From an optimization exercise on the open Yosys and OpenROAD flow, aimed at a short achievable clock period and few clock cycles; shortcuts taken in it are not production practice.
In this exercise RTL edits were held to simulation tests only and were not proved equivalent to the original.
No activity file was given, so power comes from the tool's default toggle rates.

==> flow/design.v <==
package mips_pkg;
   localparam int DATA_W     = 32;
   localparam int REG_ADDR_W = 5;
   typedef logic [DATA_W-1:0]     word_t;
   typedef logic [REG_ADDR_W-1:0] reg_addr_t;
   localparam logic [5:0] OP_RTYPE = 6'h00;
   localparam logic [5:0] OP_BEQ   = 6'h04;
   localparam logic [5:0] OP_BNE   = 6'h05;
   localparam logic [5:0] OP_ADDI  = 6'h08;
   localparam logic [5:0] OP_LW    = 6'h23;
   localparam logic [5:0] OP_SW    = 6'h2b;
   localparam logic [5:0] F_ADD    = 6'h20;
   localparam logic [5:0] F_SUB    = 6'h22;
   localparam logic [5:0] F_AND    = 6'h24;
   localparam logic [5:0] F_OR     = 6'h25;
   localparam logic [5:0] F_SLT    = 6'h2a;
   function automatic reg_addr_t dest_of(input word_t w);
      dest_of = (w[31:26] == OP_RTYPE) ? w[15:11] : w[20:16];
   endfunction
   function automatic logic writes(input word_t w);
      logic rv;
      rv = w[31:26] == OP_RTYPE &&
           (w[5:0] == F_ADD || w[5:0] == F_SUB || w[5:0] == F_AND || w[5:0] == F_OR ||
            w[5:0] == F_SLT);
      writes = (rv || w[31:26] == OP_ADDI || w[31:26] == OP_LW) && dest_of(w) != '0;
   endfunction
   function automatic logic loads(input word_t w);
      loads = w[31:26] == OP_LW && w[20:16] != '0;
   endfunction
   function automatic logic stores(input word_t w);
      stores = w[31:26] == OP_SW;
   endfunction
   function automatic logic any_branch(input word_t w);
      any_branch = w[31:26] == OP_BEQ || w[31:26] == OP_BNE;
   endfunction
   typedef logic [15:0] oh_t;
   function automatic oh_t onehot(input logic [5:0] x);
      onehot = '0;
      onehot[8 + x[5:3]] = 1'b1;
      onehot[x[2:0]]     = 1'b1;
   endfunction
   function automatic logic [5:0] index_of(input oh_t o);
      index_of = '0;
      for (int k = 0; k < 8; k++) begin
         if (o[8 + k]) index_of[5:3] = index_of[5:3] | 3'(k);
         if (o[k])     index_of[2:0] = index_of[2:0] | 3'(k);
      end
   endfunction
   function automatic logic adds(input word_t w);
      adds = w[31:26] == OP_ADDI ||
             (w[31:26] == OP_RTYPE && (w[5:0] == F_ADD || w[5:0] == F_SUB));
   endfunction
   function automatic logic sum_is(input word_t a, input word_t b, input logic cin,
                                   input word_t c);
      word_t k;
      word_t g;
      k = a ^ b ^ c;
      g = {(a[30:0] & b[30:0]) | (k[30:0] & (a[30:0] ^ b[30:0])), cin};
      sum_is = k == g;
   endfunction
endpackage
`timescale 1ns/1ns
module mips_fetch (
   input  logic                clk,
   input  logic                arst_n,
   input  logic                imem_we,
   input  logic [5:0]          imem_addr,
   input  mips_pkg::word_t     imem_wdata,
   input  logic                redirect,
   input  logic [5:0]          rd_idx,
   output logic                fd_valid,
   output mips_pkg::word_t     fd_word,
   output logic                fd_fs,
   output logic                fd_sfirst,
   output logic [16:0]         fd_swf,
   output logic                fd_hasbr,
   output logic                fd_beq,
   output logic                fd_bm1,
   output logic                fd_bm2,
   output logic                fd_pred,
   output logic [5:0]          fd_alt,
   output logic [5:0]          fd_idx,
   output logic                first,
   output mips_pkg::word_t     w0,
   input  logic                lp_rec,
   input  mips_pkg::oh_t       lp_idx_oh,
   input  mips_pkg::oh_t       lp_fall_oh_in,
   input  logic                lp_ok0,
   input  logic [5:0]          lp_cnt0,
   input  logic                lp_ok1,
   input  logic [5:0]          lp_cnt1
);
   localparam int DW = 79;
   logic [63:0][31:0] imem;
   always_ff @(posedge clk) begin
      for (int i = 0; i < 64; i++) begin
         if (imem_we && imem_addr == 6'(i)) begin
            imem[i] <= imem_wdata;
         end
      end
   end
   logic              tv0;
   logic [63:0]       q_w;       
   logic [63:0]       q_lw;      
   logic [63:0]       q_sw;      
   logic [63:0]       q_br;      
   logic [63:0]       q_pred;    
   logic [63:0]       q_as;      
   logic [63:0]       q_rd1;     
   logic [63:0]       q_rd2;     
   logic [63:0]       q_z1;      
   logic [63:0]       q_z2;      
   logic [63:0]       q_zz;      
   logic [63:0][5:0]  q_tgt;     
   logic [63:0]       q_useful;
   always_ff @(posedge clk or negedge arst_n) begin
      if (!arst_n) begin
         tv0      <= 1'b0;
         q_w      <= '0;
         q_lw     <= '0;
         q_sw     <= '0;
         q_br     <= '0;
         q_pred   <= '0;
         q_as     <= '0;
         q_rd1    <= '0;
         q_rd2    <= '0;
         q_z1     <= '0;
         q_z2     <= '0;
         q_zz     <= '0;
         q_tgt    <= '0;
         q_useful <= '0;
      end else begin
         tv0 <= 1'b1;
         for (int i = 0; i < 64; i++) begin
            logic                w;
            logic                s;
            logic                br;
            mips_pkg::reg_addr_t d;
            mips_pkg::word_t     n1;
            mips_pkg::word_t     n2;
            w  = mips_pkg::writes(imem[i]);
            s  = mips_pkg::stores(imem[i]);
            br = (imem[i][31:26] == mips_pkg::OP_BEQ ||
                  (imem[i][31:26] == mips_pkg::OP_BNE && imem[i][25:21] != imem[i][20:16])) &&
                 imem[i][5:0] != '0;
            d  = mips_pkg::dest_of(imem[i]);
            n1 = imem[(i + 1) % 64];
            n2 = imem[(i + 2) % 64];
            q_w[i]      <= w;
            q_lw[i]     <= mips_pkg::loads(imem[i]);
            q_sw[i]     <= s;
            q_br[i]     <= br;
            q_pred[i]   <= imem[i][5] || imem[i][31:26] == mips_pkg::OP_BEQ;
            q_as[i]     <= imem[i][31:26] == mips_pkg::OP_ADDI;
            q_rd1[i]    <= n1[25:21] == d || n1[20:16] == d;
            q_rd2[i]    <= n2[25:21] == d || n2[20:16] == d;
            q_z1[i]     <= (n1[25:21] == '0 || n1[25:21] == d) && (n1[20:16] == '0 || n1[20:16] == d);
            q_z2[i]     <= (n2[25:21] == '0 || n2[25:21] == d) && (n2[20:16] == '0 || n2[20:16] == d);
            q_zz[i]     <= imem[i][25:21] == '0 && imem[i][20:16] == '0;
            q_tgt[i]    <= 6'(i + 1) + imem[i][5:0];
            q_useful[i] <= w || s || br;
         end
      end
   end
   logic [7:0]       g_any;
   logic [7:0][2:0]  g_first;
   logic [7:0][5:0]  g_next;    
   always_comb begin
      for (int g = 0; g < 8; g++) begin
         g_any[g]   = |q_useful[8 * g +: 8];
         g_first[g] = 3'd0;
         for (int k = 7; k >= 0; k--) begin
            if (q_useful[8 * g + k]) g_first[g] = 3'(k);
         end
      end
      for (int g = 0; g < 8; g++) begin
         g_next[g] = 6'(8 * g);
         for (int h = 8; h >= 1; h--) begin
            if (g_any[(g + h) % 8]) g_next[g] = {3'((g + h) % 8), g_first[(g + h) % 8]};
         end
      end
   end
   logic              tv1;
   logic [63:0][5:0]  nu;
   logic [63:0][1:0]  tu;
   always_ff @(posedge clk or negedge arst_n) begin
      if (!arst_n) begin
         tv1 <= 1'b0;
         nu  <= '0;
         tu  <= '0;
      end else begin
         tv1 <= tv0;
         for (int i = 0; i < 64; i++) begin
            logic [24:0] win;
            logic [4:0]  ti;
            logic [5:0]  n;
            for (int k = 0; k < 25; k++) begin
               win[k] = q_useful[(i + 49 + k) % 64];
            end
            ti = imem[i][5] ? {1'b0, imem[i][3:0]} : 5'd16 + {2'b00, imem[i][2:0]};
            n = g_any != '0 ? g_next[i / 8] : 6'(i);
            for (int k = 7; k > i % 8; k--) begin
               if (q_useful[8 * (i / 8) + k]) n = 6'(8 * (i / 8) + k);
            end
            nu[i] <= n;
            tu[i] <= {win[ti + 5'd1], win[ti]};
         end
      end
   end
   logic [63:0][5:0]  bn;
   logic [63:0][5:0]  ba;
   always_comb begin
      for (int i = 0; i < 64; i++) begin
         logic [5:0] t;
         logic [5:0] t0;
         t  = q_tgt[i];
         t0 = (imem[i][5] ? imem[i][4] : imem[i][4:3] == 2'b00) ?
              (tu[i][0] ? t : tu[i][1] ? t + 6'd1 : t) : t;
         bn[i] = q_pred[i] ? t0 : nu[i];
         ba[i] = q_pred[i] ? nu[i] : t0;
      end
   end
   logic [63:0]      c_useful;
   logic [63:0]      c_br;
   logic [63:0]      c_pred;
   logic [63:0][5:0] c_tgt;
   logic [63:0][5:0] c_nl;
   always_comb begin
      for (int i = 0; i < 64; i++) begin
         c_br[i]     = (imem[i][31:26] == mips_pkg::OP_BEQ ||
                        (imem[i][31:26] == mips_pkg::OP_BNE && imem[i][25:21] != imem[i][20:16])) &&
                       imem[i][5:0] != '0;
         c_useful[i] = mips_pkg::writes(imem[i]) || mips_pkg::stores(imem[i]) || c_br[i];
         c_pred[i]   = imem[i][5] || imem[i][31:26] == mips_pkg::OP_BEQ;
         c_tgt[i]    = 6'(i + 1) + imem[i][5:0];
      end
      for (int i = 0; i < 64; i++) begin
         c_nl[i] = 6'(i + 5);
         for (int k = 4; k >= 1; k--) begin
            if (c_useful[(i + k) % 64]) c_nl[i] = 6'(i + k);
         end
      end
   end
   logic [63:0]       s_valid;
   logic [63:0]       s_sfirst;  
   logic [63:0]       s_fs;      
   logic [63:0]       s_hasbr;
   logic [63:0]       s_beq;
   logic [63:0]       s_bm1;     
   logic [63:0]       s_bm2;     
   logic [63:0]       s_pred;
   logic [63:0][5:0]  s_alt;
   logic [63:0][5:0]  s_next;
   always_ff @(posedge clk or negedge arst_n) begin
      if (!arst_n) begin
         s_valid  <= '0;
         s_sfirst <= '0;
         s_fs     <= '0;
         s_hasbr  <= '0;
         s_beq    <= '0;
         s_bm1    <= '0;
         s_bm2    <= '0;
         s_pred   <= '0;
         s_alt    <= '0;
         s_next   <= '0;
      end else begin
         for (int i = 0; i < 64; i++) begin
            int                  i1;
            int                  i2;
            int                  m;
            int                  b;
            logic                sf;
            logic                fs;
            logic                dep;
            logic                zr;
            logic                fb;
            mips_pkg::reg_addr_t d;
            i1 = (i + 1) % 64;
            i2 = (i + 2) % 64;
            sf  = q_sw[i] && q_w[i1];
            fs  = !sf && q_w[i] && q_sw[i1] && !q_rd1[i];
            m   = sf ? i1 : i;
            b   = (sf || fs) ? i2 : i1;
            dep = sf ? q_rd1[i1] : fs ? q_rd2[i] : q_rd1[i];
            zr  = sf ? q_z1[i1] : fs ? q_z2[i] : q_z1[i];
            fb  = q_br[b] && (q_w[m] ? zr && (!dep || q_as[m]) : q_sw[i] && q_zz[b]);
            if (!fb) b = i;
            d   = mips_pkg::dest_of(imem[m]);
            if (tv1) begin
               s_valid[i]  <= q_useful[i];
               s_sfirst[i] <= sf;
               s_fs[i]     <= sf || fs;
               s_hasbr[i]  <= fb || q_br[i];
               s_next[i]   <= (fb || q_br[i]) ? bn[b] : (sf || fs) ? nu[i1] : nu[i];
            end else begin
               s_valid[i]  <= c_useful[i];
               s_sfirst[i] <= 1'b0;
               s_fs[i]     <= 1'b0;
               s_hasbr[i]  <= c_br[i];
               s_next[i]   <= (c_br[i] && c_pred[i]) ? c_tgt[i] : c_nl[i];
            end
            s_beq[i]  <= imem[b][31:26] == mips_pkg::OP_BEQ;
            s_bm1[i]  <= fb && imem[b][25:21] != '0 && imem[b][25:21] == d;
            s_bm2[i]  <= fb && imem[b][20:16] != '0 && imem[b][20:16] == d;
            if (tv1) begin
               s_pred[i] <= q_pred[b];
               s_alt[i]  <= ba[b];
            end else begin
               s_pred[i] <= c_pred[i];
               s_alt[i]  <= c_pred[i] ? c_nl[i] : c_tgt[i];
            end
         end
      end
   end
   logic [63:0][DW-1:0] ent;
   always_comb begin
      for (int i = 0; i < 64; i++) begin
         mips_pkg::word_t sw;
         mips_pkg::word_t mw;
         sw = s_sfirst[i] ? imem[i] : imem[(i + 1) % 64];
         mw = s_sfirst[i] ? imem[(i + 1) % 64] : imem[i];
         ent[i] = {s_valid[i], mw, s_fs[i], s_sfirst[i], sw[25:16], sw[6:0], s_hasbr[i],
                   s_beq[i], s_bm1[i], s_bm2[i], s_pred[i], s_alt[i],
                   mips_pkg::onehot(s_next[i])};
      end
   end
   logic [DW-1:0] ent0;
   assign w0   = imem[0];
   assign ent0 = mips_pkg::any_branch(imem[0]) ?
                 {1'b0, imem[0], 2'b00, 17'd0, 1'b0, 3'b000, 1'b0, 6'd0, mips_pkg::onehot(6'd0)} :
                 {mips_pkg::writes(imem[1]) || mips_pkg::stores(imem[1]), imem[1],
                  2'b00, 17'd0, 1'b0, 3'b000, 1'b0, 6'd0,
                  mips_pkg::onehot(mips_pkg::any_branch(imem[1]) ? 6'd1 : 6'd2)};
   always_ff @(posedge clk or negedge arst_n) begin
      if (!arst_n) begin
         first <= 1'b1;
      end else begin
         first <= 1'b0;
      end
   end
   logic [DW-1:0]       fe;
   logic [7:0][DW-1:0]  fg;
   mips_pkg::oh_t       fpc;
   mips_pkg::oh_t       fpx;       
   always_comb begin
      fe = '0;
      for (int g = 0; g < 8; g++) begin
         fg[g] = '0;
         for (int k = 0; k < 8; k++) begin
            fg[g] = fg[g] | (ent[8 * g + k] & {{(DW - 16){!fpx[k]}}, {16{fpc[k]}}});
         end
         fe = fe | (fg[g] & {{(DW - 16){!fpx[8 + g]}}, {16{fpc[8 + g]}}});
      end
   end
   logic          take;
   logic [DW-1:0] re;
   logic          lp_valid;
   mips_pkg::oh_t lp_oh;
   mips_pkg::oh_t lp_fall_oh;
   logic [5:0]    lp_cnt;
   logic          hit;
   logic          flip;
   logic          same;
   assign hit     = lp_valid && |(fpc[15:8] & lp_oh[15:8]) && |(fpc[7:0] & lp_oh[7:0]);
   assign flip    = hit && lp_cnt == '0;
   assign same    = |(fpc[15:8] & lp_idx_oh[15:8]) && |(fpc[7:0] & lp_idx_oh[7:0]);
   logic rdq;
   always_ff @(posedge clk or negedge arst_n) begin
      if (!arst_n) begin
         rdq <= 1'b0;
      end else begin
         rdq <= redirect;
      end
   end
   always_ff @(posedge clk or negedge arst_n) begin
      if (!arst_n) begin
         lp_valid   <= 1'b0;
         lp_oh      <= '0;
         lp_fall_oh <= '0;
         lp_cnt     <= '0;
      end else if (rdq) begin
         lp_valid   <= 1'b0;
      end else if (lp_rec && (same ? lp_ok1 : lp_ok0)) begin
         lp_valid   <= 1'b1;
         lp_oh      <= lp_idx_oh;
         lp_fall_oh <= lp_fall_oh_in;
         lp_cnt     <= same ? lp_cnt1 : lp_cnt0;
      end else if (hit) begin
         lp_valid   <= lp_cnt != '0;
         lp_cnt     <= lp_cnt - 6'd1;
      end
   end
   assign take = redirect || first;
   assign re   = first ? ent0 : {1'b0, ent0[DW-2:16], mips_pkg::onehot(rd_idx)};
   always_ff @(posedge clk or negedge arst_n) begin
      if (!arst_n) begin
         fpc      <= 16'h0101;
         fpx      <= 16'hfefe;
         fd_valid <= 1'b0;
      end else if (take) begin
         fpc      <= re[15:0];
         fpx      <= ~re[15:0];
         fd_valid <= re[DW-1];
      end else begin
         fpc      <= flip ? lp_fall_oh : fe[15:0];
         fpx      <= ~(flip ? lp_fall_oh : fe[15:0]);
         fd_valid <= fe[DW-1];
      end
   end
   always_ff @(posedge clk) begin
      if (first) begin
         {fd_word, fd_fs, fd_sfirst, fd_swf, fd_hasbr, fd_beq, fd_bm1, fd_bm2, fd_pred,
          fd_alt} <= ent0[DW-2:16];
         fd_idx <= mips_pkg::any_branch(imem[0]) ? 6'd0 : 6'd1;
      end else begin
         {fd_word, fd_fs, fd_sfirst, fd_swf, fd_hasbr, fd_beq, fd_bm1, fd_bm2} <= fe[DW-2:23];
         fd_pred <= fe[22] ^ flip;
         fd_alt  <= flip ? mips_pkg::index_of(fe[15:0]) : fe[21:16];
         fd_idx  <= mips_pkg::index_of(fpc);
      end
   end
endmodule
`timescale 1ns/1ns
module mips_regfile (
   input  logic                     clk,
   input  logic                     arst_n,
   input  logic [3:0][4:0]          raddr,
   output mips_pkg::word_t [3:0]    rdata,
   input  logic                     w_valid,
   input  logic [31:1]              w_we,
   input  mips_pkg::reg_addr_t      w_dest,
   input  mips_pkg::word_t          w_data
);
   mips_pkg::word_t [31:1] regs;
   mips_pkg::word_t [31:0] rview;
   assign rview = {regs, 32'h0};
   always_ff @(posedge clk or negedge arst_n) begin
      if (!arst_n) begin
         regs <= '0;
      end else begin
         for (int i = 1; i < 32; i++) begin
            if (w_we[i]) begin
               regs[i] <= w_data;
            end
         end
      end
   end
   always_comb begin
      for (int p = 0; p < 4; p++) begin
         rdata[p] = (w_valid && w_dest == raddr[p]) ? w_data : rview[raddr[p]];
      end
   end
endmodule
`timescale 1ns/1ns
module mips_decode (
   input  logic                     clk,
   input  logic                     arst_n,
   input  logic                     redirect,
   output logic [6:0]               d_imm7,
   output logic [6:0]               d_simm7,
   input  logic                     fd_valid,
   input  mips_pkg::word_t          fd_word,
   input  logic                     fd_fs,
   input  logic                     fd_sfirst,
   input  logic [16:0]              fd_swf,
   input  logic                     fd_hasbr,
   input  logic                     fd_beq,
   input  logic                     fd_bm1,
   input  logic                     fd_bm2,
   input  logic                     fd_pred,
   input  logic [5:0]               fd_alt,
   input  logic [5:0]               fd_idx,
   input  logic                     first,
   input  mips_pkg::word_t          w0,
   output logic [3:0][4:0]          raddr,
   input  mips_pkg::word_t [3:0]    rdata,
   output logic                     de_valid,
   output logic                     de_w,
   output logic                     de_lw,
   output logic                     de_sw,
   output logic                     de_fs,
   output logic                     de_sfirst,
   output mips_pkg::reg_addr_t      de_dest,
   output logic [4:0]               de_sel,
   output logic                     de_sub,
   output logic                     de_fb,
   output mips_pkg::word_t          de_bx,
   output mips_pkg::word_t [3:0]    de_v,
   output logic [3:0]               de_f,
   output logic [4:0]               de_lidx,
   output logic [4:0]               de_sidx,
   output logic                     de_fwl,
   output logic                     de_fws,
   output mips_pkg::oh_t            de_idx_oh,
   output mips_pkg::oh_t            de_alt_oh,
   output logic                     de_hasbr,
   output logic                     de_inv,
   output logic                     de_cmp,
   output mips_pkg::word_t          de_zb,
   output logic                     de_zchk,
   output logic                     de_late,
   output logic                     de_fzb,
   output logic [5:0]               de_altidx,
   output logic                     de_lpok
);
   mips_pkg::word_t     word;
   logic                valid;
   logic                fs;
   logic                sfirst;
   logic                hasbr;
   logic [5:0]          opcode;
   logic [5:0]          funct;
   mips_pkg::reg_addr_t dest;
   logic                w;
   logic [4:0]          op;
   logic [3:0]          fwd;
   logic                useimm;
   mips_pkg::word_t     imm;
   logic                bonly;
   logic                zchk;
   logic [6:0]          laddr;
   logic [6:0]          saddr;
   assign word   = first ? w0 : fd_word;
   assign valid  = first ? mips_pkg::writes(w0) || mips_pkg::stores(w0) : fd_valid;
   assign fs     = fd_fs && !first;
   assign sfirst = fd_sfirst && !first;
   assign hasbr  = fd_hasbr && !first;
   assign opcode = word[31:26];
   assign funct  = word[5:0];
   assign dest   = mips_pkg::dest_of(word);
   assign w      = mips_pkg::writes(word);
   assign useimm = opcode != mips_pkg::OP_RTYPE;
   assign imm    = {{16{word[15]}}, word[15:0]};
   always_comb begin
      op = 5'b00001;
      if (opcode == mips_pkg::OP_RTYPE) begin
         case (funct)
            mips_pkg::F_SUB: op = 5'b00010;
            mips_pkg::F_AND: op = 5'b00100;
            mips_pkg::F_OR:  op = 5'b01000;
            mips_pkg::F_SLT: op = 5'b10000;
            default:         op = 5'b00001;
         endcase
      end
   end
   assign raddr[0] = fd_word[25:21];
   assign raddr[1] = fd_word[20:16];
   assign raddr[2] = fd_swf[16:12];
   assign raddr[3] = fd_swf[11:7];
   always_comb begin
      for (int p = 0; p < 4; p++) begin
         fwd[p] = de_valid && de_w && de_dest == raddr[p];
      end
   end
   assign laddr = rdata[0][6:0] + imm[6:0];
   assign saddr = rdata[2][6:0] + fd_swf[6:0];
   assign bonly = !w && !mips_pkg::stores(word);
   assign zchk  = w && (fd_bm1 != fd_bm2);
   assign d_imm7  = imm[6:0];
   assign d_simm7 = fd_swf[6:0];
   always_ff @(posedge clk or negedge arst_n) begin
      if (!arst_n) begin
         de_valid <= 1'b0;
      end else begin
         de_valid <= valid && !redirect;
      end
   end
   always_ff @(posedge clk) begin
      de_w      <= w;
      de_lw     <= mips_pkg::loads(word);
      de_sw     <= mips_pkg::stores(word);
      de_fs     <= fs;
      de_sfirst <= sfirst;
      de_dest   <= dest;
      de_sel    <= mips_pkg::loads(word) ? 5'b10000 :
                   {1'b0, op[4], op[3], op[2], op[0] || op[1]};
      de_sub    <= op[1] || op[4];
      de_fb     <= fwd[1] && !useimm;
      de_bx     <= (useimm ? imm : rdata[1]) ^ {32{op[1] || op[4]}};
      de_v      <= rdata;
      de_f      <= fwd;
      de_lidx   <= laddr[6:2];
      de_fwl    <= fwd[0] && (opcode == mips_pkg::OP_LW || opcode == mips_pkg::OP_SW);
      de_fws    <= fwd[2] && fs;
      de_idx_oh <= mips_pkg::onehot(fd_idx);
      de_alt_oh <= mips_pkg::onehot(fd_alt);
      de_sidx   <= saddr[6:2];
      de_hasbr  <= hasbr;
      de_inv    <= !fd_beq ^ fd_pred;
      de_cmp    <= bonly || zchk;
      de_zb     <= bonly ? rdata[1] : imm;
      de_zchk   <= zchk;
      de_late   <= hasbr && (bonly ? (fwd[0] || fwd[1]) : zchk && fwd[0]);
      de_fzb    <= bonly && fwd[1];
      de_altidx <= fd_alt;
      de_lpok   <= hasbr && zchk && fd_pred && !fd_beq && opcode == mips_pkg::OP_ADDI &&
                   word[15:0] == 16'hffff && word[25:21] == word[20:16];
   end
endmodule
`timescale 1ns/1ns
module mips_execute (
   input  logic                     clk,
   input  logic                     arst_n,
   input  logic                     de_valid,
   input  logic                     de_w,
   input  logic                     de_lw,
   input  logic                     de_sw,
   input  logic                     de_fs,
   input  logic                     de_sfirst,
   input  mips_pkg::reg_addr_t      de_dest,
   input  logic [4:0]               de_sel,
   input  logic                     de_sub,
   input  logic                     de_fb,
   input  mips_pkg::word_t          de_bx,
   input  mips_pkg::word_t [3:0]    de_v,
   input  logic [3:0]               de_f,
   input  logic [4:0]               de_lidx,
   input  logic [4:0]               de_sidx,
   input  logic                     de_fwl,
   input  logic                     de_fws,
   input  mips_pkg::oh_t            de_idx_oh,
   input  mips_pkg::oh_t            de_alt_oh,
   input  logic [6:0]               d_imm7,
   input  logic [6:0]               d_simm7,
   input  logic                     de_hasbr,
   input  logic                     de_inv,
   input  logic                     de_cmp,
   input  mips_pkg::word_t          de_zb,
   input  logic                     de_zchk,
   input  logic                     de_late,
   input  logic                     de_fzb,
   input  logic [5:0]               de_altidx,
   input  logic                     de_lpok,
   output logic                     redirect,
   output logic [5:0]               rd_idx,
   output logic                     lp_rec,
   output mips_pkg::oh_t            lp_idx_oh,
   output mips_pkg::oh_t            lp_fall_oh_in,
   output logic                     lp_ok0,
   output logic [5:0]               lp_cnt0,
   output logic                     lp_ok1,
   output logic [5:0]               lp_cnt1,
   output logic                     w_valid,
   output mips_pkg::reg_addr_t      w_dest,
   output mips_pkg::word_t          w_data,
   output logic [31:1]              w_we,
   output logic                     wb_en,
   output mips_pkg::reg_addr_t      wb_reg,
   output mips_pkg::word_t          wb_data
);
   mips_pkg::word_t [3:0] v;
   mips_pkg::word_t       a;
   mips_pkg::word_t       bs;
   mips_pkg::word_t       bx;
   logic [4:0]            wsel;
   mips_pkg::word_t       tresult;
   mips_pkg::word_t       sum;
   logic                  lt;
   mips_pkg::word_t       ld;
   mips_pkg::word_t       result;
   logic                  eq;
   mips_pkg::word_t       cmpv;
   mips_pkg::word_t       zl;
   mips_pkg::word_t       cmpl;
   logic                  eql;
   logic                  mis_l;
   logic                  late;
   logic [5:0]            w_altidx;
   logic                  wr;
   always_comb begin
      for (int p = 0; p < 4; p++) begin
         v[p] = de_f[p] ? w_data : de_v[p];
      end
   end
   assign a  = v[0];
   assign bs = v[1];
   assign bx  = de_fb ? (w_data ^ {32{de_sub}}) : de_bx;
   assign sum = a + bx + {31'd0, de_sub};
   assign lt  = (a[31] != (bx[31] ^ de_sub)) ? a[31] : sum[31];
   logic                  st_v;
   logic [4:0]            st_idx;
   mips_pkg::word_t       st_data;
   mips_pkg::word_t       ldm;
   logic [4:0]            lidx;
   logic [4:0]            sidx;
   logic [4:0]            nx_lidx;
   logic [4:0]            nx_sidx;
   logic [6:0]            nl;
   logic [6:0]            ns;
   assign lidx = de_fwl ? nx_lidx : de_lidx;
   assign sidx = de_fws ? nx_sidx : de_sidx;
   mips_memory mips_memory_inst (
      .clk   (clk),
      .arst_n(arst_n),
      .ridx  (lidx),
      .rdata (ldm),
      .we    (st_v),
      .widx  (st_idx),
      .wdata (st_data)
   );
   assign ld = (de_sfirst && sidx == lidx) ? v[3] :
               (st_v && st_idx == lidx) ? st_data : ldm;
   always_ff @(posedge clk or negedge arst_n) begin
      if (!arst_n) begin
         st_v <= 1'b0;
      end else begin
         st_v <= de_valid && !late && (de_sw || de_fs);
      end
   end
   always_ff @(posedge clk) begin
      st_idx  <= de_fs ? sidx : lidx;
      st_data <= de_fs ? v[3] : bs;
   end
   function automatic mips_pkg::word_t pick(input logic [4:0] s, input mips_pkg::word_t sm,
                                            input mips_pkg::word_t an, input mips_pkg::word_t orr,
                                            input logic l, input mips_pkg::word_t ldv);
      pick = (sm & {32{s[0]}}) | (an & {32{s[1]}}) | (orr & {32{s[2]}}) |
             {31'd0, l & s[3]} | (ldv & {32{s[4]}});
   endfunction
   assign wsel   = de_sel & {5{wr}};
   assign nl = result[6:0] + d_imm7;
   assign ns = result[6:0] + d_simm7;
   always_ff @(posedge clk) begin
      nx_lidx <= nl[6:2];
      nx_sidx <= ns[6:2];
   end
   assign result = pick(de_sel, sum, a & bx, a | bx, lt, ld);
   assign tresult = pick(wsel, sum, a & bx, a | bx, lt, ld);
   assign cmpv = (de_v[0] ^ de_zb) ^ ({de_v[0][30:0] | de_zb[30:0], 1'b0} & {32{de_zchk}});
   assign eq   = !de_cmp || cmpv == '0;
   assign zl    = de_fzb ? w_data : de_zb;
   assign cmpl  = (a ^ zl) ^ ({a[30:0] | zl[30:0], 1'b0} & {32{de_zchk}});
   assign eql   = !de_cmp || cmpl == '0;
   assign mis_l = de_valid && !late && de_hasbr && de_late && (eql ^ de_inv);
   assign redirect = late || (de_valid && de_hasbr && !de_late && (eq ^ de_inv));
   assign rd_idx  = late ? w_altidx : de_altidx;
   assign lp_rec        = de_valid && !late && de_lpok && de_v[0][31:6] == '0;
   assign lp_idx_oh     = de_idx_oh;
   assign lp_fall_oh_in = de_alt_oh;
   assign lp_ok0        = de_v[0][5:1] != '0;
   assign lp_cnt0       = de_v[0][5:0] - 6'd2;
   assign lp_ok1        = de_v[0][5:0] > 6'd2;
   assign lp_cnt1       = de_v[0][5:0] - 6'd3;
   assign wr = de_valid && !late && de_w;
   always_ff @(posedge clk or negedge arst_n) begin
      if (!arst_n) begin
         w_valid <= 1'b0;
         late    <= 1'b0;
         w_we    <= '0;
         wb_en   <= 1'b0;
      end else begin
         w_valid <= wr;
         late    <= mis_l;
         wb_en   <= wr;
         for (int i = 1; i < 32; i++) begin
            w_we[i] <= wr && de_dest == 5'(i);
         end
      end
   end
   always_ff @(posedge clk) begin
      w_dest   <= de_dest;
      w_altidx <= de_altidx;
      w_data <= result;
   end
   always_ff @(posedge clk) begin
      wb_reg  <= de_dest & {5{wr}};
      wb_data <= tresult;
   end
endmodule
`timescale 1ns/1ns
module mips_memory (
   input  logic            clk,
   input  logic            arst_n,
   input  logic [4:0]      ridx,
   output mips_pkg::word_t rdata,
   input  logic            we,
   input  logic [4:0]      widx,
   input  mips_pkg::word_t wdata
);
   mips_pkg::word_t [31:0] dmem;
   always_ff @(posedge clk or negedge arst_n) begin
      if (!arst_n) begin
         dmem <= '0;
      end else begin
         for (int i = 0; i < 32; i++) begin
            if (we && widx == 5'(i)) begin
               dmem[i] <= wdata;
            end
         end
      end
   end
   assign rdata = dmem[ridx];
endmodule
`timescale 1ns/1ns
module mips_cpu #(
   parameter int IMEM_WORDS = 64,
   parameter int DMEM_WORDS = 32
) (
   input  logic                          clk,
   input  logic                          arst_n,
   input  logic                          imem_we,
   input  logic [$clog2(IMEM_WORDS)-1:0] imem_addr,
   input  mips_pkg::word_t               imem_wdata,
   output logic                          wb_en,
   output mips_pkg::reg_addr_t           wb_reg,
   output mips_pkg::word_t               wb_data
);
   logic                  redirect;
   logic [6:0]            d_imm7;
   logic [6:0]            d_simm7;
   logic                  de_fwl;
   logic                  de_fws;
   mips_pkg::oh_t         de_idx_oh;
   mips_pkg::oh_t         de_alt_oh;
   mips_pkg::oh_t         lp_idx_oh;
   mips_pkg::oh_t         lp_fall_oh_in;
   logic                  lp_ok0;
   logic [5:0]            lp_cnt0;
   logic                  lp_ok1;
   logic [5:0]            lp_cnt1;
   logic                  first;
   mips_pkg::word_t       w0;
   logic [5:0]            rd_idx;
   logic                  lp_rec;
   logic [5:0]            fd_idx;
   logic [5:0]            de_altidx;
   logic                  de_lpok;
   logic                  fd_valid;
   mips_pkg::word_t       fd_word;
   logic                  fd_fs;
   logic                  fd_sfirst;
   logic [16:0]           fd_swf;
   logic                  fd_hasbr;
   logic                  fd_beq;
   logic                  fd_bm1;
   logic                  fd_bm2;
   logic                  fd_pred;
   logic [5:0]            fd_alt;
   logic [3:0][4:0]       raddr;
   mips_pkg::word_t [3:0] rdata;
   logic                  de_valid;
   logic                  de_w;
   logic                  de_lw;
   logic                  de_sw;
   logic                  de_fs;
   logic                  de_sfirst;
   mips_pkg::reg_addr_t   de_dest;
   logic [4:0]            de_sel;
   logic                  de_sub;
   logic                  de_fb;
   mips_pkg::word_t       de_bx;
   mips_pkg::word_t [3:0] de_v;
   logic [3:0]            de_f;
   logic [4:0]            de_lidx;
   logic [4:0]            de_sidx;
   logic                  de_hasbr;
   logic                  de_inv;
   logic                  de_cmp;
   mips_pkg::word_t       de_zb;
   logic                  de_zchk;
   logic                  de_late;
   logic                  de_fzb;
   logic                  w_valid;
   mips_pkg::reg_addr_t   w_dest;
   mips_pkg::word_t       w_data;
   logic [31:1]           w_we;
   mips_fetch mips_fetch_inst (.*);
   mips_decode mips_decode_inst (.*);
   mips_execute mips_execute_inst (.*);
   mips_regfile mips_regfile_inst (.*);
endmodule
==> flow/run.sh <==
#!/bin/bash
# synth_recipe.tcl (not shown) runs the flow's synth.tcl, then flattens the netlist and writes it again
# the make line also repeats each setting of config.mk as NAME=value (left out here)
make -C /OpenROAD-flow-scripts/flow DESIGN_CONFIG=/design/flow/config.mk WORK_HOME=/design/flow/orfs CLKGATE_MAP_FILE= SYNTH_SCRIPT=/design/flow/synth_recipe.tcl finish
==> flow/config.mk <==
export PLATFORM = sky130hd
export DESIGN_NAME = mips_cpu
export DESIGN_NICKNAME = mips_cpu
export VERILOG_FILES = /design/flow/design.v
export SDC_FILE = /design/flow/constraint.sdc
export NUM_CORES = 8
export LEC_CHECK = 0
export CAP_MARGIN = 40
export CORE_MARGIN = 2
export CORE_UTILIZATION = 35
export PLACE_DENSITY = 0.5
export SETUP_SLACK_MARGIN = 5
export SLEW_MARGIN = 30
==> flow/constraint.sdc <==
create_clock -name core_clock -period 9.0 [get_ports {clk}]
set_input_delay 1.8000 -clock core_clock [delete_from_list [all_inputs] [get_ports {clk}]]
set_output_delay 1.8000 -clock core_clock [all_outputs]
set_load 0.01 [all_outputs]
==> impl_metrics.tcl, run 1 <==
set metrics [dict create \
    syn_area_mm2 0.5320 \
    post-route-period-util_pct 48.97 \
    final_util_pct 41.21 \
    p_per_area_mw_per_mm2 157.6 \
    power_mw 98.60 \
    ys_ff_latch 7486 \
    synth_edf_count 2048 \
    fin_nets 54296 \
    floorplan.core_area_mm2 1.518 \
    globalplace.congestion 1.076 \
    dieArea_mm2 1.530 \
    htreeDepth 6 \
    worstSetupEndpointType "flop" \
    rsz0062_at_grt "yes" \
    root_buffer "clkbuf_16" \
    postRouteAntennaNets 0 \
    outcome "complete, no violations" \
    io_buffer_count 78 \
    setup_tns_ns 0 \
    cts_buffers 932 \
    yosysTopAreaCell "dfrtp_1" \
    synthTopCellsByArea "dfrtp_1, edfxtp_1, mux2i_1" \
    viasPerCell 6.896 \
    start_kind "flop" \
    avgSynthCellArea_um2 9.952 \
    synth_most_common_cell "mux2i_1" \
    antenna_found_initial 740 \
    crit_arrival_ns 5.60 \
    yosysTopAreaCellShare_pct 23.47 \
    r2r_slack_ns 4.59 \
    fmax_mhz 226.9 \
    cts_tree "done" \
    vdd_ir_drop_max_mv 0.2085 \
    drv_slew 0 \
    wl_per_cell_um 48.31 \
    grt_pass1_vias 470237 \
    cts.reportedPaths.clkPinSlew_ns 0.06 \
    syn_nets 54317 \
    synth_common_cells "mux2i_1, dfrtp_1, nand2_1" \
    die_h_mm 1.237 \
    drc 0 \
    setup.worst_path.class "flop to flop" \
    grt_max_degree 155 \
    pin_count 79 \
    num_vias 522662 \
    setup_viol_count_final 0 \
    drive_above_1_share_pct 23.94 \
    ctsLongestPathBuffers 5 \
    drt_wl_total_mm 3661 \
    grt_pass1_wl_mm 4724 \
    synthDistinctLibCells 121 \
    hpwlAfterDp_mm 2747 \
    fin_crit_ns 4.407 \
    seq_area_frac_synth_pct 36.74 \
    slew_headroom_pct 14.34 \
    leakagePower_nw 239.3 \
    syn_inst 53457 \
    synth-async-reset-ratio_pct 66.88 \
    cts_sinks 7486 \
    regMostFlops "mips_fetch_inst.imem" \
    drt_iter0_markers 85931 \
    fillers 148450 \
    area_growth_pct 17.62 \
    clock_latency_ns 1.40 \
    initial_core_util_pct 35.04 \
    largest_reg_flops 2048 \
    cap_violations 0 \
    yosys_warnings 5 \
    hold_viol_final 0 \
    critical_path_required_ns 10.19 \
    grt_use_total_pct 45.66 \
    holdWs_ns 0.3489 \
    hold_path_class "flop to flop" \
    firstDrtPassIters 21 \
    fin_skew_ns 0.1647 \
    worst_pin_slew_ns 1.285 \
    rows 453 \
    die_w_mm 1.237 \
    top_regs "mips_fetch_inst.imem: 2048 flops, mips_execute_inst.mips_memory_inst.dmem: 1024 flops, mips_regfile_inst.regs: 992 flops" \
    grt-ovfl-total 0 \
    worstPathMaxFanout 43 \
    yosys_most_used_dff "dfrtp_1" \
]
stage by stage:
stage	setup slack, ns	area, um^2	std cells
floorplan	4.570	532100	53457
global placement	3.132	568900	71619
detailed placement	3.515	575800	72074
CTS	4.793	616400	74139
global route	4.932	624200	75187
finish	4.593	625700	75792
cell families after synthesis:
family	share of synthesized area, %
compound gates	13.79
fa+ha+maj	1.929
flops	36.74
buf+inv	4.608
xor+xnor	4.906
mux	25.56
simple gates	12.47
other cells	0.001412
per-layer routing:
layer  vias to the layer above  track usage [%]  wire length, um
li1                     201241                -                -
met1                    268481            57.39          1379000
met2                     42336            62.30          1456000
met3                     10322            18.14           484900
met4                       282            35.03           338100
met5                         -          0.09824             3112
what timing repair did:
action | in CTS | in global routing
resized for setup | 1071 | 560
pin swaps | 70 | 69
hold buffers | 0 | 0
cloned | 33 | 18
endpoints found under the setup margin | 1116 | 503
buffers inserted | 270 | 230
layout by cell type (no fill, tap or decap), types with 1205 or more instances in the layout:
cell | synthesis | routed
mux2i_1 | 5557 | 5284
inv_1 | 1311 | 1262
nand3_1 | 1226 | 1205
mux4_2 | 2188 | 2188
xor2_1 | 1395 | 1375
edfxtp_1 | 2048 | 2048
mux2_2 | 2745 | 2709
dfrtp_1 | 4990 | 4782
nor2_1 | 3398 | 3249
buf_4 | 5 | 3210
o22ai_1 | 2197 | 2143
xnor2_1 | 1585 | 1567
o21ai_0 | 1900 | 1770
diode_2 | 0 | 1281
a21oi_1 | 2144 | 2039
nand2_1 | 4867 | 4776
critical path, cell delays in order (launching register included):
cell     delay [ns]
dfstp_4        0.64
buf_12         0.11
buf_16         0.23
inv_12         0.18
buf_12         0.22
a22oi_2        0.65
a41oi_2        0.21
buf_4          0.27
or4_4          0.72
nor4_2         0.33
a21oi_1        0.11
o21a_1         0.15
area by class of cell:
class	instances	area [um^2]	area share (%)
Timing Repair Buffer	4143	38460	6.146
Tap cell	20247	25330	4.048
Antenna cell	1281	3206	0.5123
Inverter	1376	5451	0.8712
Clock inverter	488	6494	1.038
Clock buffer	1274	26500	4.235
Multi-Input combinational cell	39496	324200	51.81
Sequential cell	7486	196100	31.34
Timing Repair inverter	1	5.005	0.0007998
final timing paths:
check	start	to	cells after the start
max	mips_fetch_inst.fpx[6]$_DFF_PN1_	mips_fetch_inst.fd_alt[3]$_SDFF_PP0_	11
min	mips_fetch_inst.tv0$_DFF_PN0_	mips_fetch_inst.tv1$_DFF_PN0_	0
max reg2reg	mips_fetch_inst.fpx[6]$_DFF_PN1_	mips_fetch_inst.fd_alt[3]$_SDFF_PP0_	11
min reg2reg	mips_fetch_inst.tv0$_DFF_PN0_	mips_fetch_inst.tv1$_DFF_PN0_	0
max in group asynchronous	arst_n	mips_fetch_inst.s_sfirst[11]$_DFF_PN0_	3
min in group asynchronous	arst_n	mips_fetch_inst.q_rd1[43]$_DFF_PN0_	1
power by group:
part / internal (mW) / total (mW) / switching [mW]
registers: 35.7 / 37.1 / 1.40
logic: 5.22 / 19.9 / 14.7
clock network: 23.9 / 41.7 / 17.8
total: 64.8 / 98.6 / 33.8
Testbench counts, summed over its fixed seeds: cycles 31,564.
==> run 2, diff against run 1 <==
--- a/flow/design.v
+++ b/flow/design.v
@@ -184,15 +184,57 @@
    logic [63:0][5:0]  nu;
    logic [63:0][1:0]  tu;
+   logic [63:0]       f_sf;      
+   logic [63:0]       f_fs;      
+   logic [63:0]       f_fb;      
+   logic [63:0][1:0]  f_bpos;    
+   logic [63:0]       f_beq;
+   logic [63:0]       f_bm1;     
+   logic [63:0]       f_bm2;     
    always_ff @(posedge clk or negedge arst_n) begin
       if (!arst_n) begin
-         tv1 <= 1'b0;
-         nu  <= '0;
-         tu  <= '0;
+         tv1    <= 1'b0;
+         nu     <= '0;
+         tu     <= '0;
+         f_sf   <= '0;
+         f_fs   <= '0;
+         f_fb   <= '0;
+         f_bpos <= '0;
+         f_beq  <= '0;
+         f_bm1  <= '0;
+         f_bm2  <= '0;
       end else begin
          tv1 <= tv0;
          for (int i = 0; i < 64; i++) begin
+            int                  i1;
+            int                  i2;
+            int                  m;
+            int                  b;
+            logic                sf;
+            logic                fs;
+            logic                dep;
+            logic                zr;
+            logic                fb;
+            mips_pkg::reg_addr_t d;
             logic [24:0] win;
             logic [4:0]  ti;
             logic [5:0]  n;
+            i1 = (i + 1) % 64;
+            i2 = (i + 2) % 64;
+            sf  = q_sw[i] && q_w[i1];
+            fs  = !sf && q_w[i] && q_sw[i1] && !q_rd1[i];
+            m   = sf ? i1 : i;
+            b   = (sf || fs) ? i2 : i1;
+            dep = sf ? q_rd1[i1] : fs ? q_rd2[i] : q_rd1[i];
+            zr  = sf ? q_z1[i1] : fs ? q_z2[i] : q_z1[i];
+            fb  = q_br[b] && (q_w[m] ? zr && (!dep || q_as[m]) : q_sw[i] && q_zz[b]);
+            if (!fb) b = i;
+            d   = mips_pkg::dest_of(imem[m]);
+            f_sf[i]   <= sf;
+            f_fs[i]   <= sf || fs;
+            f_fb[i]   <= fb;
+            f_bpos[i] <= !fb ? 2'd0 : (sf || fs) ? 2'd2 : 2'd1;
+            f_beq[i]  <= imem[b][31:26] == mips_pkg::OP_BEQ;
+            f_bm1[i]  <= fb && imem[b][25:21] != '0 && imem[b][25:21] == d;
+            f_bm2[i]  <= fb && imem[b][20:16] != '0 && imem[b][20:16] == d;
             for (int k = 0; k < 25; k++) begin
                win[k] = q_useful[(i + 49 + k) % 64];
@@ -266,31 +308,17 @@
       end else begin
          for (int i = 0; i < 64; i++) begin
-            int                  i1;
-            int                  i2;
-            int                  m;
-            int                  b;
-            logic                sf;
-            logic                fs;
-            logic                dep;
-            logic                zr;
-            logic                fb;
-            mips_pkg::reg_addr_t d;
-            i1 = (i + 1) % 64;
-            i2 = (i + 2) % 64;
-            sf  = q_sw[i] && q_w[i1];
-            fs  = !sf && q_w[i] && q_sw[i1] && !q_rd1[i];
-            m   = sf ? i1 : i;
-            b   = (sf || fs) ? i2 : i1;
-            dep = sf ? q_rd1[i1] : fs ? q_rd2[i] : q_rd1[i];
-            zr  = sf ? q_z1[i1] : fs ? q_z2[i] : q_z1[i];
-            fb  = q_br[b] && (q_w[m] ? zr && (!dep || q_as[m]) : q_sw[i] && q_zz[b]);
-            if (!fb) b = i;
-            d   = mips_pkg::dest_of(imem[m]);
+            int b;
+            b = f_bpos[i] == 2'd1 ? (i + 1) % 64 : f_bpos[i] == 2'd2 ? (i + 2) % 64 : i;
             if (tv1) begin
                s_valid[i]  <= q_useful[i];
-               s_sfirst[i] <= sf;
-               s_fs[i]     <= sf || fs;
-               s_hasbr[i]  <= fb || q_br[i];
-               s_next[i]   <= (fb || q_br[i]) ? bn[b] : (sf || fs) ? nu[i1] : nu[i];
+               s_sfirst[i] <= f_sf[i];
+               s_fs[i]     <= f_fs[i];
+               s_hasbr[i]  <= f_fb[i] || q_br[i];
+               s_beq[i]    <= f_beq[i];
+               s_bm1[i]    <= f_bm1[i];
+               s_bm2[i]    <= f_bm2[i];
+               s_next[i]   <= (f_fb[i] || q_br[i]) ? bn[b] : f_fs[i] ? nu[(i + 1) % 64] : nu[i];
+               s_pred[i]   <= q_pred[b];
+               s_alt[i]    <= ba[b];
             end else begin
                s_valid[i]  <= c_useful[i];
@@ -298,15 +326,10 @@
                s_fs[i]     <= 1'b0;
                s_hasbr[i]  <= c_br[i];
+               s_beq[i]    <= imem[i][31:26] == mips_pkg::OP_BEQ;
+               s_bm1[i]    <= 1'b0;
+               s_bm2[i]    <= 1'b0;
                s_next[i]   <= (c_br[i] && c_pred[i]) ? c_tgt[i] : c_nl[i];
-            end
-            s_beq[i]  <= imem[b][31:26] == mips_pkg::OP_BEQ;
-            s_bm1[i]  <= fb && imem[b][25:21] != '0 && imem[b][25:21] == d;
-            s_bm2[i]  <= fb && imem[b][20:16] != '0 && imem[b][20:16] == d;
-            if (tv1) begin
-               s_pred[i] <= q_pred[b];
-               s_alt[i]  <= ba[b];
-            end else begin
-               s_pred[i] <= c_pred[i];
-               s_alt[i]  <= c_pred[i] ? c_nl[i] : c_tgt[i];
+               s_pred[i]   <= c_pred[i];
+               s_alt[i]    <= c_pred[i] ? c_nl[i] : c_tgt[i];
             end
          end
==> flow/flow/run.sh (new file) <==
#!/bin/bash
# Layout: the standard flow (standard synthesis, floorplan, placement, CTS, routing),
# with two settings of its own:
#  - the port buffers are plain buffers (buf_4) rather than the delay cells buffer_ports
#    picks by default; every input and output port is still buffered;
#  - timing repair aims 5.5 ns below the clock period rather than at most 5.
# standard.sh's full output goes to standard.log; ORFS writes each step's log under orfs/logs.
set -o pipefail
export BUFFER_PORTS_ARGS="-buffer_cell sky130_fd_sc_hd__buf_4"
export SETUP_SLACK_MARGIN=5.5
bash standard.sh > standard.log 2>&1
==> flow/standard.sh (new file) <==
#!/bin/bash
# synth_recipe.tcl (not shown) runs the flow's synth.tcl, then flattens the netlist and writes it again
# the make line also repeats each setting of config.mk as NAME=value (left out here)
make -C /OpenROAD-flow-scripts/flow DESIGN_CONFIG=/design/flow/config.mk WORK_HOME=/design/flow/orfs CLKGATE_MAP_FILE= SYNTH_SCRIPT=/design/flow/synth_recipe.tcl "${@:-finish}"
--- a/flow/config.mk
+++ b/flow/config.mk
@@ -10,4 +10,3 @@
 export CORE_UTILIZATION = 35
 export PLACE_DENSITY = 0.5
-export SETUP_SLACK_MARGIN = 5
 export SLEW_MARGIN = 30
removed: flow/run.sh
==> impl_metrics.tcl, run 2 <==
set metrics [dict create \
    area_growth_pct 21.91 \
    globalplace.congestion 1.075 \
    cts_buffers 954 \
    yosys_warnings 5 \
    grt_pass1_wl_mm 4959 \
    yosys_most_used_dff "dfrtp_1" \
    floorplan.core_area_mm2 1.706 \
    postRouteAntennaNets 0 \
    hold_path_class "flop to flop" \
    cts_tree "done" \
    seq_area_frac_synth_pct 34.83 \
    io_buffer_count 78 \
    synth-compound-area-share_pct 10.85 \
    post-route-period-util_pct 45.17 \
    worstPathMaxFanout 3 \
    fin_nets 58090 \
    worstSetupEndpointType "flop" \
    die_h_mm 1.311 \
    dieArea_mm2 1.719 \
    outcome "complete, no violations" \
    synth_edf_count 2048 \
    synthAdderAreaFrac_pct 2.053 \
    cts.reportedPaths.clkPinSlew_ns 0.07 \
    p_per_area_mw_per_mm2 132.0 \
    drt_wl_total_mm 3828 \
    synthMuxAreaShare_pct 32.58 \
    ys_ff_latch 7998 \
    root_buffer "clkbuf_16" \
    fmax_mhz 246.0 \
    final_common_cell "mux2i_1" \
    synthTopCellsByArea "dfrtp_1, mux4_2, mux2i_1" \
    pin_count 79 \
    syn_nets 56869 \
    synthDistinctLibCells 132 \
    stdcell_count 81166 \
    cts_sinks 7998 \
    crit_arrival_ns 5.28 \
    drc 0 \
    synth_most_common_cell "mux2i_1" \
    htreeDepth 6 \
    syn_area_mm2 0.5980 \
    worst_pin_slew_ns 1.182 \
    start_kind "flop" \
    drt_iter0_markers 100996 \
    syn_inst 55848 \
    fin_crit_ns 4.065 \
    drv_slew 0 \
    leakagePower_nw 274.7 \
    setup_tns_ns 0 \
    critical_path_required_ns 10.21 \
    fin_skew_ns 0.1664 \
    grt-ovfl-total 0 \
    cap_violations 0 \
    min_delay_path_depth 0 \
    firstDrtPassIters 12 \
    initial_core_util_pct 35.06 \
    wl_per_cell_um 47.17 \
    rows 480 \
    dp.cells 76336 \
    clock_latency_ns 1.39 \
    drive_above_1_share_pct 33.54 \
    worstRegToRegCells 12 \
    yosysTopAreaCell "dfrtp_1" \
    ctsLongestPathBuffers 5 \
    grt_max_degree 178 \
    grt_use_total_pct 42.23 \
    yosysTopAreaCellShare_pct 23.03 \
    grt_pass1_vias 515551 \
    hold_viol_final 0 \
    slew_headroom_pct 21.20 \
    vdd_ir_drop_max_mv 0.2156 \
    final_cell_mix "mux2i_1, dfrtp_1, buf_4, mux4_2, nand2_1" \
    avgSynthCellArea_um2 10.71 \
    die_w_mm 1.311 \
    synth-async-reset-ratio_pct 69.00 \
    synth_common_cells "mux2i_1, dfrtp_1, clkbuf_1" \
    synth_xor_area_share_pct 4.403 \
    fillers 161824 \
    regMostFlops "mips_fetch_inst.imem" \
    rsz0062_at_grt "yes" \
    largest_reg_flops 2048 \
    viasPerCell 6.996 \
    setup_viol_count_final 0 \
    synthSimpleGateAreaFrac_pct 10.60 \
    num_vias 567860 \
    top_regs "mips_fetch_inst.imem: 2048 flops, mips_execute_inst.mips_memory_inst.dmem: 1024 flops, mips_regfile_inst.regs: 992 flops" \
    hpwlAfterDp_mm 2725 \
    synth_top_family_by_area "multiplexers" \
    setup.worst_path.class "flop to flop" \
    antenna_found_initial 639 \
]
## run 2: metal layers
| metal | wire length [um] | part of all wire (%) | vias up | track usage (%) |
|---|---|---|---|---|
| li1 | - | - | 214834 | - |
| met1 | 1419000 | 37 | 293215 | 53.46 |
| met2 | 1430000 | 37 | 48568 | 54.18 |
| met3 | 650400 | 17 | 10863 | 23.51 |
| met4 | 322000 | 8.4 | 380 | 27.70 |
| met5 | 7537 | 0.20 | - | 1.003 |
## run 2: cell type report
class	count	area, um^2	area share (%)
inverters	1588	6442	0.8838
well taps	22654	28340	3.888
multi-input cells	40488	389200	53.40
repair buffers	6037	60680	8.325
repair inverters	2	17.52	0.002403
clock inverters	455	5814	0.7976
clock buffers	1353	27790	3.813
diodes	591	1479	0.2029
flip-flops and latches	7998	209200	28.69
## run 2: worst max-delay path, stage by stage (launching register included)
cell and delay [ns]:
dfrtp_4 0.50, buf_12 0.17, buf_12 0.14, buf_4 0.13, nor3b_2 0.16, o21ai_2 0.10, o2111ai_2 0.18, o41ai_4 0.78
nand4_1 0.71, a2111o_1 0.61, mux2i_1 0.18, mux2i_1 0.11, and2_1 0.16
## run 2: per-stage QoR
step	setup WS [ns]	hold slack, ns	power [mW]	util, %	instance area (um^2)
finish	4.935	0.3395	96.24	42.74	729000
CTS	5.062	0.3492	94.84	41.54	708500
global route	5.010	0.3640	97.54	42.69	728100
detailed placement	2.931	0.3373	51.47	37.69	642900
floorplan	4.979	0.3272	44.35	-	598700
global placement	1.749	0.3350	51.28	37.28	635900
## run 2: power breakdown
part / total (mW) / switching [mW] / leakage, nW / internal, mW
combinational: 14.7 / 10.0 / 164 / 4.68
sequential: 39.0 / 1.15 / 94.5 / 37.9
clock: 42.5 / 18.3 / 16.4 / 24.2
## run 2: final timing paths
check	to	from	slack [ns]
setup / recovery	mips_fetch_inst.fpc[4]$_DFF_PN0_	mips_fetch_inst.fpc[7]$_DFF_PN0_	4.93
hold reg to reg	mips_fetch_inst.tv1$_DFF_PN0_	mips_fetch_inst.tv0$_DFF_PN0_	0.34
setup reg to reg	mips_fetch_inst.fpc[4]$_DFF_PN0_	mips_fetch_inst.fpc[7]$_DFF_PN0_	4.93
max in group asynchronous	mips_regfile_inst.regs[981]$_DFFE_PN0P_	arst_n	5.88
hold / removal	mips_fetch_inst.tv1$_DFF_PN0_	mips_fetch_inst.tv0$_DFF_PN0_	0.34
min in group asynchronous	mips_fetch_inst.f_fs[30]$_DFF_PN0_	arst_n	0.55
## run 2: repair_timing
item                                     CTS  global route
endpoints found under the setup margin  1630           991
gates cloned                             121            56
endpoints found under the hold margin      0             0
pin swaps                                529           704
hold buffers                               0             0
buffers inserted                        1312           813
gates resized for setup                 3554          1982
## run 2: logic make-up (layout without fill, tap and decap cells)
| logic type | Yosys count | in the layout |
|---|---|---|
| flops | 7998 | 7998 |
| buf+inv | 7377 | 9435 |
| compound gates | 9849 | 9849 |
| mux | 13712 | 13720 |
| simple gates | 12925 | 12932 |
| fa+ha+maj | 980 | 980 |
| other cells | 2 | 593 |
| xor+xnor | 3005 | 3005 |
Testbench counts of run 2, summed over its fixed seeds: cycles 31,564.
==> run 3, diff against run 2 <==
--- a/flow/design.v
+++ b/flow/design.v
@@ -163,15 +163,31 @@
       end
    end
+   logic [63:0]      u0;
    logic [7:0]       g_any;
    logic [7:0][2:0]  g_first;
    logic [7:0][5:0]  g_next;    
    always_comb begin
-      for (int g = 0; g < 8; g++) begin
-         g_any[g]   = |q_useful[8 * g +: 8];
-         g_first[g] = 3'd0;
-         for (int k = 7; k >= 0; k--) begin
-            if (q_useful[8 * g + k]) g_first[g] = 3'(k);
+      for (int i = 0; i < 64; i++) begin
+         u0[i] = mips_pkg::writes(imem[i]) || mips_pkg::stores(imem[i]) ||
+                 ((imem[i][31:26] == mips_pkg::OP_BEQ ||
+                   (imem[i][31:26] == mips_pkg::OP_BNE && imem[i][25:21] != imem[i][20:16])) &&
+                  imem[i][5:0] != '0);
+      end
+   end
+   always_ff @(posedge clk or negedge arst_n) begin
+      if (!arst_n) begin
+         g_any   <= '0;
+         g_first <= '0;
+      end else begin
+         for (int g = 0; g < 8; g++) begin
+            g_any[g]   <= |u0[8 * g +: 8];
+            g_first[g] <= 3'd0;
+            for (int k = 7; k >= 0; k--) begin
+               if (u0[8 * g + k]) g_first[g] <= 3'(k);
+            end
          end
       end
+   end
+   always_comb begin
       for (int g = 0; g < 8; g++) begin
          g_next[g] = 6'(8 * g);
@@ -364,14 +380,26 @@
    logic [DW-1:0]       fe;
    logic [7:0][DW-1:0]  fg;
+   logic [15:0]         ny;
+   logic [7:0][15:0]    nyg;
    mips_pkg::oh_t       fpc;
-   mips_pkg::oh_t       fpx;       
+   mips_pkg::oh_t       fpx;
+   mips_pkg::oh_t       fpy;
+   mips_pkg::oh_t       fpz;
+   function automatic logic [DW-1:0] selbits(input logic c, input logic x, input logic y,
+                                             input logic z);
+      selbits = {{21{!x}}, {21{y}}, {21{!z}}, {16{c}}};
+   endfunction
    always_comb begin
       fe = '0;
+      ny = '0;
       for (int g = 0; g < 8; g++) begin
-         fg[g] = '0;
+         fg[g]  = '0;
+         nyg[g] = '0;
          for (int k = 0; k < 8; k++) begin
-            fg[g] = fg[g] | (ent[8 * g + k] & {{(DW - 16){!fpx[k]}}, {16{fpc[k]}}});
+            fg[g]  = fg[g] | (ent[8 * g + k] & selbits(fpc[k], fpx[k], fpy[k], fpz[k]));
+            nyg[g] = nyg[g] | (ent[8 * g + k][15:0] & {16{fpy[k]}});
          end
-         fe = fe | (fg[g] & {{(DW - 16){!fpx[8 + g]}}, {16{fpc[8 + g]}}});
+         fe = fe | (fg[g] & selbits(fpc[8 + g], fpx[8 + g], fpy[8 + g], fpz[8 + g]));
+         ny = ny | (nyg[g] & {16{fpy[8 + g]}});
       end
    end
@@ -420,12 +448,18 @@
          fpc      <= 16'h0101;
          fpx      <= 16'hfefe;
+         fpy      <= 16'h0101;
+         fpz      <= 16'hfefe;
          fd_valid <= 1'b0;
       end else if (take) begin
          fpc      <= re[15:0];
          fpx      <= ~re[15:0];
+         fpy      <= re[15:0];
+         fpz      <= ~re[15:0];
          fd_valid <= re[DW-1];
       end else begin
          fpc      <= flip ? lp_fall_oh : fe[15:0];
          fpx      <= ~(flip ? lp_fall_oh : fe[15:0]);
+         fpy      <= flip ? lp_fall_oh : ny;
+         fpz      <= ~(flip ? lp_fall_oh : ny);
          fd_valid <= fe[DW-1];
       end
@@ -525,4 +559,5 @@
    output logic                     de_fzb,
    output logic [5:0]               de_altidx,
+   output logic [5:0]               de_idx,
    output logic                     de_lpok
 );
@@ -617,4 +652,5 @@
       de_fzb    <= bonly && fwd[1];
       de_altidx <= fd_alt;
+      de_idx    <= fd_idx;
       de_lpok   <= hasbr && zchk && fd_pred && !fd_beq && opcode == mips_pkg::OP_ADDI &&
                    word[15:0] == 16'hffff && word[25:21] == word[20:16];
@@ -654,4 +690,5 @@
    input  logic                     de_fzb,
    input  logic [5:0]               de_altidx,
+   input  logic [5:0]               de_idx,
    input  logic                     de_lpok,
    output logic                     redirect,
@@ -709,6 +746,10 @@
    logic [4:0]            nx_lidx;
    logic [4:0]            nx_sidx;
+   logic [6:0]            alu7;
+   logic                  w_ld;
+   logic                  bad;
    logic [6:0]            nl;
    logic [6:0]            ns;
+   assign bad  = de_valid && !late && (de_fwl || de_fws) && w_ld;
    assign lidx = de_fwl ? nx_lidx : de_lidx;
    assign sidx = de_fws ? nx_sidx : de_sidx;
@@ -728,5 +769,5 @@
          st_v <= 1'b0;
       end else begin
-         st_v <= de_valid && !late && (de_sw || de_fs);
+         st_v <= de_valid && !late && !bad && (de_sw || de_fs);
       end
    end
@@ -742,6 +783,8 @@
    endfunction
    assign wsel   = de_sel & {5{wr}};
-   assign nl = result[6:0] + d_imm7;
-   assign ns = result[6:0] + d_simm7;
+   assign alu7 = (sum[6:0] & {7{de_sel[0]}}) | ((a[6:0] & bx[6:0]) & {7{de_sel[1]}}) |
+                 ((a[6:0] | bx[6:0]) & {7{de_sel[2]}}) | {6'd0, lt & de_sel[3]};
+   assign nl   = alu7 + d_imm7;
+   assign ns   = alu7 + d_simm7;
    always_ff @(posedge clk) begin
       nx_lidx <= nl[6:2];
@@ -755,8 +798,8 @@
    assign cmpl  = (a ^ zl) ^ ({a[30:0] | zl[30:0], 1'b0} & {32{de_zchk}});
    assign eql   = !de_cmp || cmpl == '0;
-   assign mis_l = de_valid && !late && de_hasbr && de_late && (eql ^ de_inv);
-   assign redirect = late || (de_valid && de_hasbr && !de_late && (eq ^ de_inv));
-   assign rd_idx  = late ? w_altidx : de_altidx;
-   assign lp_rec        = de_valid && !late && de_lpok && de_v[0][31:6] == '0;
+   assign mis_l = de_valid && !late && !bad && de_hasbr && de_late && (eql ^ de_inv);
+   assign redirect = late || bad || (de_valid && de_hasbr && !de_late && (eq ^ de_inv));
+   assign rd_idx  = late ? w_altidx : bad ? de_idx : de_altidx;
+   assign lp_rec        = de_valid && !late && !bad && de_lpok && de_v[0][31:6] == '0;
    assign lp_idx_oh     = de_idx_oh;
    assign lp_fall_oh_in = de_alt_oh;
@@ -765,8 +808,9 @@
    assign lp_ok1        = de_v[0][5:0] > 6'd2;
    assign lp_cnt1       = de_v[0][5:0] - 6'd3;
-   assign wr = de_valid && !late && de_w;
+   assign wr = de_valid && !late && !bad && de_w;
    always_ff @(posedge clk or negedge arst_n) begin
       if (!arst_n) begin
          w_valid <= 1'b0;
+         w_ld    <= 1'b0;
          late    <= 1'b0;
          w_we    <= '0;
@@ -774,4 +818,5 @@
       end else begin
          w_valid <= wr;
+         w_ld    <= wr && de_sel[4];
          late    <= mis_l;
          wb_en   <= wr;
@@ -848,4 +893,5 @@
    logic [5:0]            fd_idx;
    logic [5:0]            de_altidx;
+   logic [5:0]            de_idx;
    logic                  de_lpok;
    logic                  fd_valid;
==> impl_metrics.tcl, run 3 <==
set metrics [dict create \
    worstSetupEndpointType "flop" \
    worst_pin_slew_ns 1.246 \
    critical_path_required_ns 10.15 \
    dp.cells 78757 \
    htreeDepth 7 \
    fin_nets 60521 \
    regArea_mm2 0.2109 \
    antenna_found_initial 738 \
    slew_headroom_pct 15.31 \
    grt_pass1_vias 540039 \
    cts_sinks 8069 \
    synthDistinctLibCells 117 \
    die_w_mm 1.321 \
    stdcell_count 84198 \
    multiInputGateArea_mm2 0.3956 \
    fmax_mhz 247.7 \
    regMostFlops "mips_fetch_inst.imem" \
    post-route-period-util_pct 44.86 \
    cap_violations 0 \
    setup_tns_ns 0 \
    synth_common_cells "mux2i_1, dfrtp_1, clkbuf_1" \
    yosys_most_used_dff "dfrtp_1" \
    grt_pass1_wl_mm 5330 \
    cts_buffers 1103 \
    fillers 164635 \
    start_kind "flop" \
    num_vias 606325 \
    globalplace.congestion 1.091 \
    pin_count 79 \
    fin_crit_ns 4.037 \
    rsz0062_at_grt "yes" \
    setup.worst_path.class "flop to flop" \
    final_area_mm2 0.7434 \
    wl_per_cell_um 49.41 \
    avgSynthCellArea_um2 10.51 \
    yosysTopAreaCellShare_pct 22.88 \
    ctsLongestPathBuffers 6 \
    viasPerCell 7.201 \
    synth_most_common_cell "mux2i_1" \
    syn_nets 58806 \
    grt-ovfl-total 0 \
    floorplan.core_area_mm2 1.730 \
    post-place-ws_ns 3.824 \
    syn_area_mm2 0.6071 \
    seq_area_frac_synth_pct 34.59 \
    rows 483 \
    vdd_ir_drop_max_mv 0.1617 \
    outcome "complete, no violations" \
    crit_arrival_ns 5.19 \
    setup_viol_count_final 0 \
    synth-async-reset-ratio_pct 69.20 \
    drt_wl_total_mm 4160 \
    yosysTopAreaCell "dfrtp_1" \
    largest_reg_flops 2048 \
    worstPathMaxFanout 6 \
    clock_latency_ns 1.46 \
    io_buffer_count 78 \
    drive_above_1_share_pct 32.84 \
    cts.reportedPaths.clkPinSlew_ns 0.07 \
    synth_edf_count 2048 \
    drv_slew 0 \
    grt_use_total_pct 45.14 \
    dpl_cell_area_mm2 0.6532 \
    leakagePower_nw 280.5 \
    drt_iter0_markers 108505 \
    power_mw 97.71 \
    area_growth_pct 22.44 \
    final_cell_mix "mux2i_1, dfrtp_1, buf_4, mux4_2, nand2_1" \
    initial_core_util_pct 35.10 \
    hold_path_class "flop to flop" \
    ys_ff_latch 8069 \
    dieArea_mm2 1.745 \
    drc 0 \
    fin_skew_ns 0.1490 \
    top_regs "mips_fetch_inst.imem: 2048 flops, mips_execute_inst.mips_memory_inst.dmem: 1024 flops, mips_regfile_inst.regs: 992 flops" \
    synthTopCellsByArea "dfrtp_1, mux4_2, edfxtp_1" \
    syn_inst 57785 \
    cts_tree "done" \
    hpwlAfterDp_mm 2940 \
    grt_max_degree 174 \
    postRouteAntennaNets 0 \
    die_h_mm 1.321 \
    yosys_warnings 5 \
    root_buffer "clkbuf_16" \
    p_per_area_mw_per_mm2 131.4 \
    setup_ws_ns 4.963 \
    final_common_cell "mux2i_1" \
    firstDrtPassIters 13 \
    hold_viol_final 0 \
]
==> run 3: cell count changes in the layout (fill, tap and decap cells not counted), moves of 218 or more <==
cell      before   now
buf_4       4328  4657
nor2_1      2555  2828
diode_2      591   868
mux2i_1     5837  5520
nand2b_1     384   602
nand2_1     3715  4065
==> run 3: kinds of logic after synthesis <==
kind of cell	Yosys count	synth area share (%)
adder cells (fa/ha/maj)	980	2.022
multiplexers	13206	31.06
AND/OR/NAND/NOR	14010	11.17
AO/OA/AOI/OAI	11048	12.17
flip-flops	8069	34.59
XOR/XNOR	3012	4.345
other	2	0.001237
buffers and inverters	7458	4.633
==> run 3: layer usage <==
layer,global-route usage [%],wire [um],up-vias
li1,-,-,224046
met1,56.12,1514000,310571
met2,56.99,1535000,57218
met3,26.17,724700,14091
met4,32.28,379300,399
met5,1.720,7378,-
==> run 3: report_power, final <==
group / total [mW] / internal [mW] / switching (mW)
registers: 39.1 / 38.1 / 1.06
clock network: 45.5 / 26.6 / 19.0
logic: 13.0 / 3.81 / 9.22
total: 97.7 / 68.5 / 29.2
==> run 3: critical path: stages, from the launching register on <==
cell and delay (ns):
edfxtp_1 0.50, buf_4 0.17, nand2_1 0.23, a2111oi_4 0.48
xnor2_2 0.23, a21oi_1 0.14, buf_6 0.17, mux4_2 0.50
mux4_2 0.48, o211ai_1 0.66, o221ai_1 0.27
==> run 3: final cells by class <==
class                      count  area share (%)
sequential                  8069           28.37
multi-input combinational  42276           53.22
clock buffer                1488           4.214
timing repair inverter        12         0.01532
timing repair buffer        6398           8.511
inverter                    1640          0.9012
tap                        23037           3.877
antenna                      868          0.2922
clock inverter               410          0.5906
==> run 3: final timing paths <==
path,from,to,slack (ns),cells after the start
max,mips_fetch_inst.imem[1605]$_DFFE_PP_,mips_fetch_inst.s_next[330]$_DFF_PN0_,4.96,10
min,mips_decode_inst.de_altidx[5]$_DFF_P_,mips_execute_inst.w_altidx[5]$_DFF_P_,0.33,0
max reg2reg,mips_fetch_inst.imem[1605]$_DFFE_PP_,mips_fetch_inst.s_next[330]$_DFF_PN0_,4.96,10
min reg2reg,mips_decode_inst.de_altidx[5]$_DFF_P_,mips_execute_inst.w_altidx[5]$_DFF_P_,0.33,0
max in group asynchronous,arst_n,mips_fetch_inst.s_next[372]$_DFF_PN0_,5.62,5
min in group asynchronous,arst_n,mips_fetch_inst.s_valid[18]$_DFF_PN0_,0.71,2
==> run 3: stage by stage <==
step	hold slack, ns	util, %
after floorplan	0.3290	-
after global placement	0.3359	37.34
after detailed placement	0.3414	37.76
after CTS	0.3382	41.71
after global routing	0.3426	42.89
final	0.3328	42.98
==> run 3: what timing repair did <==
item,4_1_cts,5_1_grt
buffers inserted,1497,817
gates cloned,114,57
setup endpoints to repair,1472,986
pin swaps,513,686
hold buffers,0,0
resized for setup,3541,2080
Testbench counts of run 3, summed over its fixed seeds: cycles 31,739.

re-timing with driven ports:
The results above use ideal ports. As a check the final layouts listed here were re-extracted and re-timed, cells and wires unchanged. Step 1: set_driving_cell puts a clkbuf_16 on clk and a buf_2 on each other input, an assumption about the parent block. Step 2 also shifts input and output timing later by t, the mid clock arrival at the registers, as if the neighbouring blocks saw the same clock. Three values: ideal ports, drivers, drivers and shift; two values: the first two.
run	t, ns	setup WS [ns]	hold WS [ns]
run 1	1.514	4.593 / 4.593 / 3.427	0.349 / 0.349 / 0.349
run 2	1.492	4.935 / 4.935 / 4.057	0.339 / 0.339 / 0.339
run 3	1.607	4.963 / 4.915 / 3.968	0.333 / 0.333 / 0.333
After both steps setup and hold are still met in every run listed. The setup slack of run 1, which loses most, moves by 0.000 ns with the drivers and by -1.166 ns with both steps.
